Background: an optimization exercise with open tools, aiming at small area, a short achievable clock period and few clock cycles per item. Do not read the settings as production practice.
Only simulation tests tie the RTL to the original design; equivalence was not proved.

Design rms_top, start of the top module:
module rms_top
(
	input  logic        CLOCK_50,
	input  logic        rst_n,
	input  logic        src_empty,
	input  logic [31:0] src_readdata,
	input  logic        snk_full,
	output logic        src_read,
	output logic        snk_write,
	output logic [31:0] snk_writedata,
	output logic [6:0]  hex0,
	output logic [6:0]  hex1,
	output logic [6:0]  hex2,
	output logic [6:0]  hex3,
	output logic [6:0]  hex4,
	output logic [6:0]  hex5
);
Size in the first run: about 3500 cells after synthesis, ~420 flip-flops, roughly 0.031 mm^2 of cells after synthesis.
make LEC_CHECK=0 ABC_AREA=1 CAP_MARGIN=20 CORE_MARGIN=2 CORE_UTILIZATION=40 CTS_BUF_LIST='sky130_fd_sc_hd__clkbuf_8 sky130_fd_sc_hd__clkbuf_16' CTS_CLUSTER_DIAMETER=80 CTS_CLUSTER_SIZE=40 SETUP_SLACK_MARGIN=4.8 SLEW_MARGIN=20 finish   # period 10.0 ns
run.sh (not shown) runs the stock make flow with config.mk's settings and CLKGATE_MAP_FILE= SYNTH_SCRIPT=/design/flow/synth_recipe.tcl, a recipe that flattens the netlist after the stock synthesis.
Testbench counts at the start, summed over its fixed seeds: cycles 4,192, items 4,096.
Edit:
Settings changed: CTS_BUF_LIST sky130_fd_sc_hd__clkbuf_8 sky130_fd_sc_hd__clkbuf_16 to sky130_fd_sc_hd__clkbuf_8, CTS_CLUSTER_DIAMETER 80 to not set, CTS_CLUSTER_SIZE 40 to not set, SETUP_SLACK_MARGIN 4.8 to 4.5.
Effect: Via count is about the same; final area goes down by 1.6%; global-route usage goes up by 0.35 points; worst setup slack got worse by 0.30 ns.

Starting RTL as in the previous note.
Settings: LEC_CHECK=0, ABC_AREA=1, CAP_MARGIN=20, CORE_MARGIN=2, CORE_UTILIZATION=40, CTS_BUF_LIST=sky130_fd_sc_hd__clkbuf_8, SETUP_SLACK_MARGIN=5, SLEW_MARGIN=20; clock period 10.0 ns.
standard.sh (not shown) runs the stock make flow with config.mk's settings and CLKGATE_MAP_FILE= SYNTH_SCRIPT=/design/flow/synth_recipe.tcl, a recipe that flattens the netlist after the stock synthesis.
==> flow/flow/run.sh <==
#!/bin/bash
set -euo pipefail
bash standard.sh SETUP_SLACK_MARGIN=5.25 finish > make_finish.log 2>&1
The baseline went through all stages and came out clean.
Testbench counts at the start, summed over its fixed seeds: cycles 4,192, items 4,096.
Change:
==> flow/run.sh (new file) <==
#!/bin/bash
# synth_recipe.tcl (not shown) runs the flow's synth.tcl, then flattens the netlist and writes it again
# the make line also repeats each setting of config.mk as NAME=value (left out here)
make -C /OpenROAD-flow-scripts/flow DESIGN_CONFIG=/design/flow/config.mk WORK_HOME=/design/flow/orfs CLKGATE_MAP_FILE= SYNTH_SCRIPT=/design/flow/synth_recipe.tcl finish
--- a/flow/config.mk
+++ b/flow/config.mk
@@ -12 +11,0 @@
-export CTS_BUF_LIST = sky130_fd_sc_hd__clkbuf_8
removed: flow/flow/run.sh
removed: flow/standard.sh
Area after synthesis is unchanged; worst hold slack stays flat; clock skew goes up by 0.0050 ns; routed wire length is lower by 4.8%; synthesized cell count does not change.
Change:
--- a/flow/config.mk
+++ b/flow/config.mk
@@ -11,0 +12 @@
+export CTS_BUF_LIST = sky130_fd_sc_hd__clkbuf_8
@@ -13,0 +15 @@
+export TNS_END_PERCENT = 5
=>
- utilization decreases by 0.80 points
Change:
--- a/flow/config.mk
+++ b/flow/config.mk
@@ -13 +13,2 @@
-export SETUP_SLACK_MARGIN = 5
+export GPL_ROUTABILITY_DRIVEN = 0
+export SETUP_SLACK_MARGIN = 4.8
@@ -15 +15,0 @@
-export TNS_END_PERCENT = 5
The changed run produced a clean layout.
Final area is lower slightly.
Wire length is lower slightly.
Area after synthesis does not change.
Register-to-register slack loses 0.05 ns.
Critical path depth is unchanged.
Sequential share of layout area is higher by 0.44 points.
Global-route usage barely changes.
Change:
--- a/flow/config.mk
+++ b/flow/config.mk
@@ -12,3 +12,3 @@
-export CTS_BUF_LIST = sky130_fd_sc_hd__clkbuf_8
-export GPL_ROUTABILITY_DRIVEN = 0
-export SETUP_SLACK_MARGIN = 4.8
+export CTS_BUF_LIST = sky130_fd_sc_hd__clkbuf_4
+export CTS_CLUSTER_SIZE = 30
+export SETUP_SLACK_MARGIN = 5
What happened:
- The changed run went through all stages and came out clean
- setup slack gets better by 0.12 ns
- maximum frequency rose by a few percent
- via count rose by a few percent
- wire length rose by a few percent
- synthesized area does not change
- critical path depth rose by 2
- sequential share of layout area fell by 0.88 points
- non-clock buffer count rose by 50

## port drivers added, routing unchanged
In the flow no input, the clock included, has a driving cell. The finished layouts below were timed again as built, in two steps. Step 1 assumes that a clkbuf_16 drives the clock port and a buf_2 every other input. Step 2, shift: input delay + t, output delay - t, t = (earliest + latest rising clock arrival at the registers) / 2. This alone moves slack from input paths to output paths. Slacks: no drivers / after step 1 / after step 2; pairs: no drivers / after step 1.
run | t, ns | slack for setup (ns) | slew at the worst register clock pin (ns)
the first run of note 1 | 0.663 | 4.972 / 4.952 / 4.952 | 0.12 / 0.12
the second run of note 1 | 0.701 | 4.670 / 4.649 / 4.649 | 0.07 / 0.07
the first run of note 2 | 0.706 | 5.231 / 5.170 / 5.170 | 0.07 / 0.07
the second run of note 2 | 0.637 | 5.051 / 5.031 / 5.031 | 0.06 / 0.06
the third run of note 2 | 0.702 | 4.972 / 4.952 / 4.952 | 0.07 / 0.07
the fourth run of note 2 | 0.700 | 4.972 / 4.952 / 4.952 | 0.07 / 0.07
the fifth run of note 2 | 0.885 | 5.088 / 5.070 / 5.070 | 0.08 / 0.08
After both steps every run listed still meets setup and hold. For the first run of note 2, which loses most, drivers alone change the setup slack by -0.061 ns; drivers and shift together by -0.061 ns.
